From an optimization exercise on the open Yosys and OpenROAD flow, aimed at a short achievable clock period and few clock cycles; shortcuts taken in it are not production practice. In this exercise RTL edits were held to simulation tests only and were not proved equivalent to the original. Power figures rest on the tool's default switching activity, not on a simulated workload.

### design.v
`default_nettype none
package cpu_pkg;
    localparam int WORD_W    = 16;
    localparam int BYTE_W    = 8;
    localparam int PC_W      = 8;
    localparam int REG_IDX_W = 3;
    localparam int OP_W      = 5;
    localparam int VAL3_W    = 4;
    localparam int NUM_REGS  = 8;
    localparam int PC_LAST   = 255;
    localparam int OP_LSB   = 11;
    localparam int R1_LSB   = 8;
    localparam int R2_LSB   = 4;
    localparam int R3_LSB   = 0;
    localparam int IMM8_LSB = 0;
    typedef logic [WORD_W-1:0]    word_t;
    typedef logic [BYTE_W-1:0]    byte_t;
    typedef logic [PC_W-1:0]      pc_t;
    typedef logic [PC_W:0]        mem_addr_t;
    typedef logic [REG_IDX_W-1:0] reg_idx_t;
    typedef enum logic [OP_W-1:0] {
        NOP  = 5'd0,  HALT = 5'd1,  LOAD = 5'd2,  STORE = 5'd3,
        LDIH = 5'd4,  ADD  = 5'd5,  ADDI = 5'd6,  SUB   = 5'd7,
        SUBI = 5'd8,  CMP  = 5'd9,  AND  = 5'd10, OR    = 5'd11,
        XOR  = 5'd12, SLL  = 5'd13, SRL  = 5'd14, SET   = 5'd15,
        JUMP = 5'd16, JMPR = 5'd17, BZ   = 5'd18, BNZ   = 5'd19,
        BN   = 5'd20, BNN  = 5'd21, BC   = 5'd22, BNC   = 5'd23
    } opcode_e;
    typedef enum logic [2:0] {
        IDLE, IF, IF2, ID, EX, MEM, MEM2, WB
    } state_e;
    typedef enum logic [1:0] {
        RUNNING = 2'd0,
        HALTED  = 2'd1,
        MEM_END = 2'd2
    } run_status_e;
    function automatic logic [OP_W-1:0] instr_op(word_t w);
        instr_op = w[OP_LSB +: OP_W];
    endfunction
    function automatic reg_idx_t instr_r1(word_t w);
        instr_r1 = w[R1_LSB +: REG_IDX_W];
    endfunction
    function automatic logic writes_reg(logic [OP_W-1:0] op);
        writes_reg = (op == LOAD) || (op == LDIH) || (op == ADD) || (op == ADDI) ||
                     (op == SUB) || (op == SUBI) || (op == AND) || (op == OR) ||
                     (op == XOR) || (op == SLL) || (op == SRL) || (op == SET);
    endfunction
    function automatic logic sets_flags(logic [OP_W-1:0] op);
        sets_flags = (op == LDIH) || (op == ADD) || (op == ADDI) || (op == SUB) ||
                     (op == SUBI) || (op == CMP) || (op == AND) || (op == OR) ||
                     (op == XOR) || (op == SLL) || (op == SRL);
    endfunction
    function automatic logic uses_r1_as_a(logic [OP_W-1:0] op);
        uses_r1_as_a = (op == LDIH) || (op == ADDI) || (op == SUBI) || (op == JMPR) ||
                       (op == BZ) || (op == BNZ) || (op == BN) || (op == BNN) ||
                       (op == BC) || (op == BNC);
    endfunction
    function automatic logic uses_r2_as_a(logic [OP_W-1:0] op);
        uses_r2_as_a = (op == LOAD) || (op == STORE) || (op == ADD) || (op == SUB) ||
                       (op == CMP) || (op == AND) || (op == OR) || (op == XOR) ||
                       (op == SLL) || (op == SRL);
    endfunction
endpackage
`default_nettype wire
`timescale 1ns/1ps
`default_nettype none
import cpu_pkg::*;
module seq_control (
    input  wire                       clk,
    input  wire                       rst_n,
    input  wire                       start,
    input  wire cpu_pkg::byte_t       i_datain,
    input  wire                       branch_taken,
    input  wire cpu_pkg::pc_t         new_pc,
    output cpu_pkg::state_e           state,
    output cpu_pkg::word_t            instr,
    output logic                      byte_sel,
    output cpu_pkg::mem_addr_t        i_addr,
    output cpu_pkg::run_status_e      run_status
);
    cpu_pkg::state_e next_state;
    cpu_pkg::pc_t pc;
    logic   halt_op;
    logic   at_last;
    assign halt_op = (cpu_pkg::instr_op(instr) == HALT);
    assign at_last = (pc == 8'd255);
    assign byte_sel = (state == IF2) || (state == MEM2);
    assign i_addr   = {pc, byte_sel};
    always_comb
    begin
        next_state = state;
        case (state)
            IDLE:
                if (start)
                    next_state = IF;
            IF:      next_state = IF2;
            IF2:     next_state = ID;
            ID:      next_state = EX;
            EX:      next_state = MEM;
            MEM:     next_state = MEM2;
            MEM2:    next_state = WB;
            WB:
                if (halt_op || at_last)
                    next_state = IDLE;
                else
                    next_state = IF;
            default: next_state = IDLE;
        endcase
    end
    always_ff @(posedge clk or negedge rst_n)
    begin
        if (!rst_n)
        begin
            state      <= IDLE;
            pc         <= '0;
            run_status <= HALTED;
        end
        else
        begin
            state <= next_state;
            if ((state == IDLE) && start)
            begin
                pc         <= '0;
                run_status <= RUNNING;
            end
            else if (state == WB)
            begin
                if (branch_taken)
                    pc <= new_pc;
                else if (!at_last)
                    pc <= pc + 1'b1;
                if (halt_op)
                    run_status <= HALTED;
                else if (at_last)
                    run_status <= MEM_END;
            end
        end
    end
    always_ff @(posedge clk or negedge rst_n)
    begin
        if (!rst_n)
            instr <= '0;
        else if (state == IF)
            instr[BYTE_W-1:0] <= i_datain;
        else if (state == IF2)
            instr[WORD_W-1:BYTE_W] <= i_datain;
    end
endmodule
`default_nettype wire
`timescale 1ns/1ps
`default_nettype none
import cpu_pkg::*;
module reg_file (
    input  wire                    clk,
    input  wire                    rst_n,
    input  wire cpu_pkg::reg_idx_t rd_a_idx,
    input  wire cpu_pkg::reg_idx_t rd_b_idx,
    input  wire cpu_pkg::reg_idx_t wr_idx,
    input  wire                    wr_word,
    input  wire                    wr_lo,
    input  wire                    wr_hi,
    input  wire cpu_pkg::word_t    wr_data,
    output cpu_pkg::word_t         rd_a,
    output cpu_pkg::word_t         rd_b
);
    cpu_pkg::word_t gr [NUM_REGS];
    assign rd_a = gr[rd_a_idx];
    assign rd_b = gr[rd_b_idx];
    always_ff @(posedge clk or negedge rst_n)
    begin
        if (!rst_n)
        begin
            for (int i = 0; i < NUM_REGS; i++)
                gr[i] <= '0;
        end
        else if (wr_word)
            gr[wr_idx] <= wr_data;
        else
        begin
            if (wr_lo)
                gr[wr_idx][BYTE_W-1:0] <= wr_data[BYTE_W-1:0];
            if (wr_hi)
                gr[wr_idx][WORD_W-1:BYTE_W] <= wr_data[WORD_W-1:BYTE_W];
        end
    end
endmodule
`default_nettype wire
`timescale 1ns/1ps
`default_nettype none
import cpu_pkg::*;
module operand_decode (
    input  wire                    clk,
    input  wire                    rst_n,
    input  wire cpu_pkg::state_e   state,
    input  wire cpu_pkg::word_t    instr,
    input  wire cpu_pkg::word_t    rd_a,
    input  wire cpu_pkg::word_t    rd_b,
    output cpu_pkg::reg_idx_t      rd_a_idx,
    output cpu_pkg::reg_idx_t      rd_b_idx,
    output cpu_pkg::word_t         op_a,
    output cpu_pkg::word_t         op_b,
    output cpu_pkg::word_t         store_data
);
    logic [cpu_pkg::OP_W-1:0] op;
    cpu_pkg::reg_idx_t r2;
    cpu_pkg::reg_idx_t r3;
    cpu_pkg::byte_t    imm8;
    logic     b_from_reg;
    cpu_pkg::word_t    a_next;
    cpu_pkg::word_t    b_next;
    assign op   = cpu_pkg::instr_op(instr);
    assign r2   = instr[R2_LSB +: REG_IDX_W];
    assign r3   = instr[R3_LSB +: REG_IDX_W];
    assign imm8 = instr[IMM8_LSB +: BYTE_W];
    assign rd_a_idx = cpu_pkg::uses_r1_as_a(op) ? cpu_pkg::instr_r1(instr) : r2;
    assign rd_b_idx = b_from_reg ? r3 : cpu_pkg::instr_r1(instr);
    assign a_next = (cpu_pkg::uses_r1_as_a(op) || cpu_pkg::uses_r2_as_a(op)) ? rd_a : '0;
    always_comb
    begin
        b_from_reg = 1'b0;
        case (op)
            LOAD, STORE, SLL, SRL:
                b_next = {12'd0, instr[VAL3_W-1:0]};
            ADDI, SUBI, SET, JUMP, JMPR, BZ, BNZ, BN, BNN, BC, BNC:
                b_next = {8'd0, imm8};
            LDIH:
                b_next = {imm8, 8'd0};
            ADD, SUB, CMP, AND, OR, XOR:
            begin
                b_from_reg = 1'b1;
                b_next     = rd_b;
            end
            default:
                b_next = '0;
        endcase
    end
    always_ff @(posedge clk or negedge rst_n)
    begin
        if (!rst_n)
        begin
            op_a       <= '0;
            op_b       <= '0;
            store_data <= '0;
        end
        else if (state == ID)
        begin
            op_a <= a_next;
            op_b <= b_next;
            if (op == STORE)
                store_data <= rd_b;
        end
    end
endmodule
`default_nettype wire
`timescale 1ns/1ps
`default_nettype none
import cpu_pkg::*;
module alu_execute (
    input  wire                    clk,
    input  wire                    rst_n,
    input  wire cpu_pkg::state_e   state,
    input  wire cpu_pkg::word_t    instr,
    input  wire cpu_pkg::word_t    op_a,
    input  wire cpu_pkg::word_t    op_b,
    output cpu_pkg::word_t         result,
    output logic                   branch_taken,
    output cpu_pkg::pc_t           new_pc
);
    logic [cpu_pkg::OP_W-1:0] op;
    logic [WORD_W:0] sum;
    logic [WORD_W:0] diff;
    cpu_pkg::word_t           alu_out;
    logic            alu_carry;
    logic            zf;
    logic            nf;
    logic            cf;
    assign op = cpu_pkg::instr_op(instr);
    assign sum  = {1'b0, op_a} + {1'b0, op_b};
    assign diff = {1'b0, op_a} - {1'b0, op_b};
    always_comb
    begin
        alu_carry = cf;
        case (op)
            ADD, ADDI, LDIH: {alu_carry, alu_out} = sum;
            SUB, SUBI, CMP:  {alu_carry, alu_out} = diff;
            AND:
            begin
                alu_out   = op_a & op_b;
                alu_carry = 1'b0;
            end
            OR:
            begin
                alu_out   = op_a | op_b;
                alu_carry = 1'b0;
            end
            XOR:
            begin
                alu_out   = op_a ^ op_b;
                alu_carry = 1'b0;
            end
            SLL:        alu_out = op_a << op_b[VAL3_W-1:0];
            SRL:        alu_out = op_a >> op_b[VAL3_W-1:0];
            SET, JUMP:  alu_out = op_b;
            default:    alu_out = sum[WORD_W-1:0];
        endcase
    end
    always_ff @(posedge clk or negedge rst_n)
    begin
        if (!rst_n)
        begin
            result <= '0;
            zf     <= 1'b0;
            nf     <= 1'b0;
            cf     <= 1'b0;
        end
        else if (state == EX)
        begin
            result <= alu_out;
            if (cpu_pkg::sets_flags(op))
            begin
                cf <= alu_carry;
                zf <= (alu_out == '0);
                nf <= alu_out[WORD_W-1];
            end
        end
    end
    always_comb
    begin
        case (op)
            JUMP, JMPR: branch_taken = 1'b1;
            BZ:         branch_taken = zf;
            BNZ:        branch_taken = !zf;
            BN:         branch_taken = nf;
            BNN:        branch_taken = !nf;
            BC:         branch_taken = cf;
            BNC:        branch_taken = !cf;
            default:    branch_taken = 1'b0;
        endcase
    end
    assign new_pc = result[PC_W-1:0];
endmodule
`default_nettype wire
`timescale 1ns/1ps
`default_nettype none
import cpu_pkg::*;
module result_writeback (
    input  wire cpu_pkg::state_e   state,
    input  wire cpu_pkg::word_t    instr,
    input  wire                    byte_sel,
    input  wire cpu_pkg::word_t    result,
    input  wire cpu_pkg::word_t    store_data,
    input  wire cpu_pkg::byte_t    d_datain,
    output cpu_pkg::mem_addr_t     d_addr,
    output logic                   d_we,
    output cpu_pkg::byte_t         d_dataout,
    output cpu_pkg::reg_idx_t      wr_idx,
    output logic                   wr_word,
    output logic                   wr_lo,
    output logic                   wr_hi,
    output cpu_pkg::word_t         wr_data
);
    logic [cpu_pkg::OP_W-1:0] op;
    logic    mem_phase;
    assign op        = cpu_pkg::instr_op(instr);
    assign mem_phase = (state == MEM) || (state == MEM2);
    assign d_addr    = {result[PC_W-1:0], byte_sel};
    assign d_we      = mem_phase && (op == STORE);
    assign d_dataout = byte_sel ? store_data[WORD_W-1:BYTE_W] : store_data[BYTE_W-1:0];
    assign wr_idx  = cpu_pkg::instr_r1(instr);
    assign wr_lo   = (state == MEM) && (op == LOAD);
    assign wr_hi   = (state == MEM2) && (op == LOAD);
    assign wr_word = (state == WB) && cpu_pkg::writes_reg(op) && (op != LOAD);
    assign wr_data = wr_word ? result : {d_datain, d_datain};
endmodule
`default_nettype wire
`timescale 1ns/1ps
`default_nettype none
import cpu_pkg::*;
module serial_cpu_top (
    input  wire                       clk,
    input  wire                       rst_n,
    input  wire                       start,
    input  wire cpu_pkg::byte_t       i_datain,
    input  wire cpu_pkg::byte_t       d_datain,
    output cpu_pkg::mem_addr_t        i_addr,
    output cpu_pkg::mem_addr_t        d_addr,
    output logic                      d_we,
    output cpu_pkg::byte_t            d_dataout,
    output cpu_pkg::run_status_e      run_status
);
    cpu_pkg::state_e   state;
    cpu_pkg::word_t    instr;
    logic     byte_sel;
    logic     branch_taken;
    cpu_pkg::pc_t      new_pc;
    cpu_pkg::reg_idx_t rd_a_idx;
    cpu_pkg::reg_idx_t rd_b_idx;
    cpu_pkg::word_t    rd_a;
    cpu_pkg::word_t    rd_b;
    cpu_pkg::word_t    op_a;
    cpu_pkg::word_t    op_b;
    cpu_pkg::word_t    store_data;
    cpu_pkg::word_t    result;
    cpu_pkg::reg_idx_t wr_idx;
    logic     wr_word;
    logic     wr_lo;
    logic     wr_hi;
    cpu_pkg::word_t    wr_data;
    seq_control seq_control_i (
        .clk          (clk),
        .rst_n        (rst_n),
        .start        (start),
        .i_datain     (i_datain),
        .branch_taken (branch_taken),
        .new_pc       (new_pc),
        .state        (state),
        .instr        (instr),
        .byte_sel     (byte_sel),
        .i_addr       (i_addr),
        .run_status   (run_status)
    );
    reg_file reg_file_i (
        .clk      (clk),
        .rst_n    (rst_n),
        .rd_a_idx (rd_a_idx),
        .rd_b_idx (rd_b_idx),
        .wr_idx   (wr_idx),
        .wr_word  (wr_word),
        .wr_lo    (wr_lo),
        .wr_hi    (wr_hi),
        .wr_data  (wr_data),
        .rd_a     (rd_a),
        .rd_b     (rd_b)
    );
    operand_decode operand_decode_i (
        .clk        (clk),
        .rst_n      (rst_n),
        .state      (state),
        .instr      (instr),
        .rd_a       (rd_a),
        .rd_b       (rd_b),
        .rd_a_idx   (rd_a_idx),
        .rd_b_idx   (rd_b_idx),
        .op_a       (op_a),
        .op_b       (op_b),
        .store_data (store_data)
    );
    alu_execute alu_execute_i (
        .clk          (clk),
        .rst_n        (rst_n),
        .state        (state),
        .instr        (instr),
        .op_a         (op_a),
        .op_b         (op_b),
        .result       (result),
        .branch_taken (branch_taken),
        .new_pc       (new_pc)
    );
    result_writeback result_writeback_i (
        .state      (state),
        .instr      (instr),
        .byte_sel   (byte_sel),
        .result     (result),
        .store_data (store_data),
        .d_datain   (d_datain),
        .d_addr     (d_addr),
        .d_we       (d_we),
        .d_dataout  (d_dataout),
        .wr_idx     (wr_idx),
        .wr_word    (wr_word),
        .wr_lo      (wr_lo),
        .wr_hi      (wr_hi),
        .wr_data    (wr_data)
    );
endmodule
`default_nettype wire
### run.sh
#!/bin/bash
# synth_recipe.tcl (not shown) runs the flow's synth.tcl, then flattens the netlist and writes it again
# the make line also repeats each setting of config.mk as NAME=value (left out here)
make -C /OpenROAD-flow-scripts/flow DESIGN_CONFIG=/design/flow/config.mk WORK_HOME=/design/flow/orfs CLKGATE_MAP_FILE= SYNTH_SCRIPT=/design/flow/synth_recipe.tcl finish
### config.mk
export PLATFORM = sky130hd
export DESIGN_NAME = serial_cpu_top
export DESIGN_NICKNAME = serial_cpu_top
export VERILOG_FILES = /design/flow/design.v
export SDC_FILE = /design/flow/constraint.sdc
export NUM_CORES = 4
export LEC_CHECK = 0
export CAP_MARGIN = 20
export CORE_MARGIN = 2
export CORE_UTILIZATION = 40
export SLEW_MARGIN = 20
### constraint.sdc
create_clock -name core_clock -period 6.0 [get_ports {clk}]
set_input_delay 1.2000 -clock core_clock [delete_from_list [all_inputs] [get_ports {clk}]]
set_output_delay 1.2000 -clock core_clock [all_outputs]
set_load 0.01 [all_outputs]
==> notes.md <==
[power by group]
group / switching [µW] / internal [µW] / total [µW]
logic: 4420 / 2800 / 7220
registers: 1070 / 2180 / 3250
clock network: 646 / 940 / 1590
total: 6140 / 5920 / 12100
[kinds of logic (layout without fill, tap and decap cells)]
family	count (synthesis)	in the layout
muxes	128	128
and+or+nand+nor	636	636
buffers and inverters	186	176
AOI/OAI and AO/OA	567	567
DFF	224	224
xor gates and xnor gates	9	9
adders and majority gates	56	56
[critical path: stages (launching register included)]
cell and delay, ns:
dfrtp_1 0.82, nand2_1 0.56, nor3_1 0.33, clkdlybuf4s50_1 0.58
[metrics by stage]
stage | cell area, µm² | total power, µW | std cells | hold WS (ns)
4_1_cts | 17000 | 11900 | 2306 | 0.478
5_1_grt | 17000 | 12900 | 2307 | 0.486
3_5_place_dp | 16100 | 10300 | 2262 | 0.469
2_1_floorplan | 15300 | 7950 | 1806 | 0.450
6_report | 17000 | 12100 | 2307 | 0.480
3_3_place_gp | 16100 | 10200 | 2262 | 0.464
[worst paths after layout]
path                                                                 to  slack, ns
worst max register to register             alu_execute_i.zf$_DFFE_PN0P_       2.04
max in group asynchronous       seq_control_i.run_status[0]$_DFFE_PN1P_       4.63
worst max-delay path                                               d_we       1.99
min in group asynchronous               reg_file_i.gr[5][9]$_DFFE_PN0P_       0.51
worst min register to register  seq_control_i.run_status[0]$_DFFE_PN1P_       0.48
worst min-delay path            seq_control_i.run_status[0]$_DFFE_PN1P_       0.48
[cells in the final DEF, fill, tap and decap left out, types with 6 or more instances in the layout]
master,instances
and2_1,6
clkbuf_1,9
clkbuf_16,25
mux2i_1,42
nor3b_1,7
ha_1,54
a21oi_1,178
o211ai_1,14
o22ai_1,22
and3_1,24
nand3_1,51
a2bb2oi_1,8
mux4_2,20
nor2_1,186
o21ai_1,14
nand2b_1,15
a22oi_1,23
buf_4,29
o31ai_1,11
o21ai_0,132
mux2_2,61
a21o_1,11
dfrtp_1,222
nand2_1,237
clkdlybuf4s50_1,46
a211oi_1,10
a311oi_1,17
or3_1,6
nand4_1,11
o21a_1,8
a221oi_1,15
nor3_1,31
a31oi_1,25
a2111oi_0,9
inv_1,53
nor2b_1,22
[routing by layer]
metal	track usage	part of all wire	up-vias
met2	0.422	0.44	601
met5	0	0	-
li1	-	-	6502
met1	0.392	0.44	6905
met4	0.115	0.047	0
met3	0.0329	0.068	132
[state kept, by name (all words and copies together), names as in the netlist]
| signal | flops |
|---|---|
| reg_file_i.gr | 128 |
| alu_execute_i.result | 16 |
| operand_decode_i.op_a | 16 |
| operand_decode_i.op_b | 16 |
| operand_decode_i.store_data | 16 |
| seq_control_i.instr | 16 |
| seq_control_i.pc | 8 |
| seq_control_i.state | 3 |
| seq_control_i.run_status | 2 |
| alu_execute_i.cf | 1 |
| alu_execute_i.nf | 1 |
| alu_execute_i.zf | 1 |
[cell type report]
| class | instances | area [µm²] |
|---|---|---|
| clock buffer | 37 | 701 |
| clock inverter | 7 | 129 |
| fill | 3762 | 20700 |
| inverter | 54 | 203 |
| multi-input combinational | 1396 | 8990 |
| sequential | 224 | 5610 |
| tap | 511 | 639 |
| timing repair buffer | 78 | 741 |
==> results.toml <==
[logic_synthesis]
synthMuxAreaShare = 0.105
postSynth.asyncResetShare = 1.00
synth_top_family_by_area = "compound AO/OA/AOI/OAI gates"
synth_compound_area_frac = 0.234
ys_warn_count = 6
synth_area_leader_cell = "dfrtp_1"
synth_most_common_cell = "nand2_1"
syn_area_mm2 = 0.0153
synth_edf_count = 0
synth_area_leaders = "dfrtp_1 (36%), a21oi_1 (5.9%), nand2_1 (5.8%), nor2_1 (4.6%), mux2_2 (4.5%)"
ys_seq_area_frac = 0.367
yosys_register_bits = 224
syn_inst = 1806
yosysTopAreaCellShare = 0.365
synth_cell_types = 86
synth-simple-area-share = 0.188
synthAdderAreaFrac = 0.0468
synth_ff_type = "dfrtp_1"
syn_area_per_cell_um2 = 8.47
synth_common_cells = "nand2_1 (237), dfrtp_1 (223), nor2_1 (186), a21oi_1 (179), o21ai_0 (132)"
synth_xor_area_frac = 0.00516
synth_fp_nets = 1881

[global_route]
gr-total-overflow = 0
grt_max_degree = 130
grt_pass1_vias = 13300
grt_pass1_wl_um = 83400
antenna_found_initial = 0
gr-usage-all-layers = 0.275

[critical_path]
r2r_cells = 11
worstPathArrival_ns = 2.81
startpoint = "seq_control_i.instr[11]$_DFFE_PN0P_"
path_class = "flip-flop to output pin"
timing.rr.start = "operand_decode_i.op_a[5]$_DFFE_PN0P_"
critical_path_required_ns = 4.80
crit_fanout = 26
end_kind = "output pin"
critPathLaunchType = "flip-flop"

[clocking]
clk_pin_slew_ns = 0.06
hold_buffers = 0
htreeDepth = 1
root_buffer = "clkbuf_16"
clkSinkCount = 224
cts_buffer_depth = 3
post_cts_buffers = 0
cts_tree = "yes"
cts-buffers-inserted = 25
clock_latency_ns = 0.56
cts_resized = 0

[run]
max-cap-violations = 0

[min_path]
hold_path_class = "flip-flop to flip-flop"
hp-start = "seq_control_i.run_status[0]$_DFFE_PN1P_"
whs_path_depth = 2

[place]
gp_congestion = 0.969
dpl_worst_slack_ns = 2.18
hpwl_um = 38400
numPortBuffers = 47

[drt]
vias_per_cell = 6.13
ant_nets = 0
first_pass_iters = 6
vias = 14100
drc = 0
wirelength_um = 54100
drtIter0Drc = 1328
drt-wirelength-per-cell_um = 23.5

[floorplan]
die_area_mm2 = 0.0398
start_util = 0.406
die_w_um = 200
io_pins = 48
num_rows = 71
die_y_um = 200
core_mm2 = 0.0377

[sta]
slew_viol_final = 0
period_share = 0.669
fin_crit_ns = 4.01
relSlewSlack = 0.292
worst_pin_slew_ns = 1.05
setup_viol = 0
setup_ws_ns = 1.99
hold_viol_final = 0
clock_skew_ns = 0.0354
rsz0062_at_grt = "false"
fin_setup_tns_ns = 0
clock.fmax_mhz = 249

[cells_and_area]
fin_util = 0.452
nets = 1854
n_antenna_cell = 0
drive_above_1_share = 0.107
syn_to_final_growth_pct = 11.3

[power]
irDropWorstVdd_mv = 0.322
leakage_uw = 0.00696
powerDensity_mw_per_mm2 = 709

[run_status]
outcome = "finished clean"
Testbench counts, summed over its fixed seeds: cycles 358,809.

## re-timing with driven ports
In the flow no input, the clock included, has a driving cell. The finished layout below was timed again as built, in two steps.
Step 1 sets driving cells, clkbuf_16 on the clock port and buf_2 on the other inputs (assumed; they add their load-dependent delay and slew).
Step 2 adds t to the input delays and takes it off the output delays; t is the mean of the earliest and latest rising clock arrival at the registers after step 1. Input paths then give back, and output paths get back, about the clock's delay inside the block.
a / b / c = ideal ports / drivers / drivers and shift; a / b = the first two.
t, ns: 0.589
slack for setup (ns): 1.987 / 1.936 / 2.041
worst setup path at the end: register to register
slew at the worst register clock pin (ns): 0.07 / 0.07
pins driven straight from the clock port: 1
After both steps setup and hold are still met in this run. For this run, drivers alone change the setup slack by -0.051 ns; drivers and shift together by +0.054 ns.
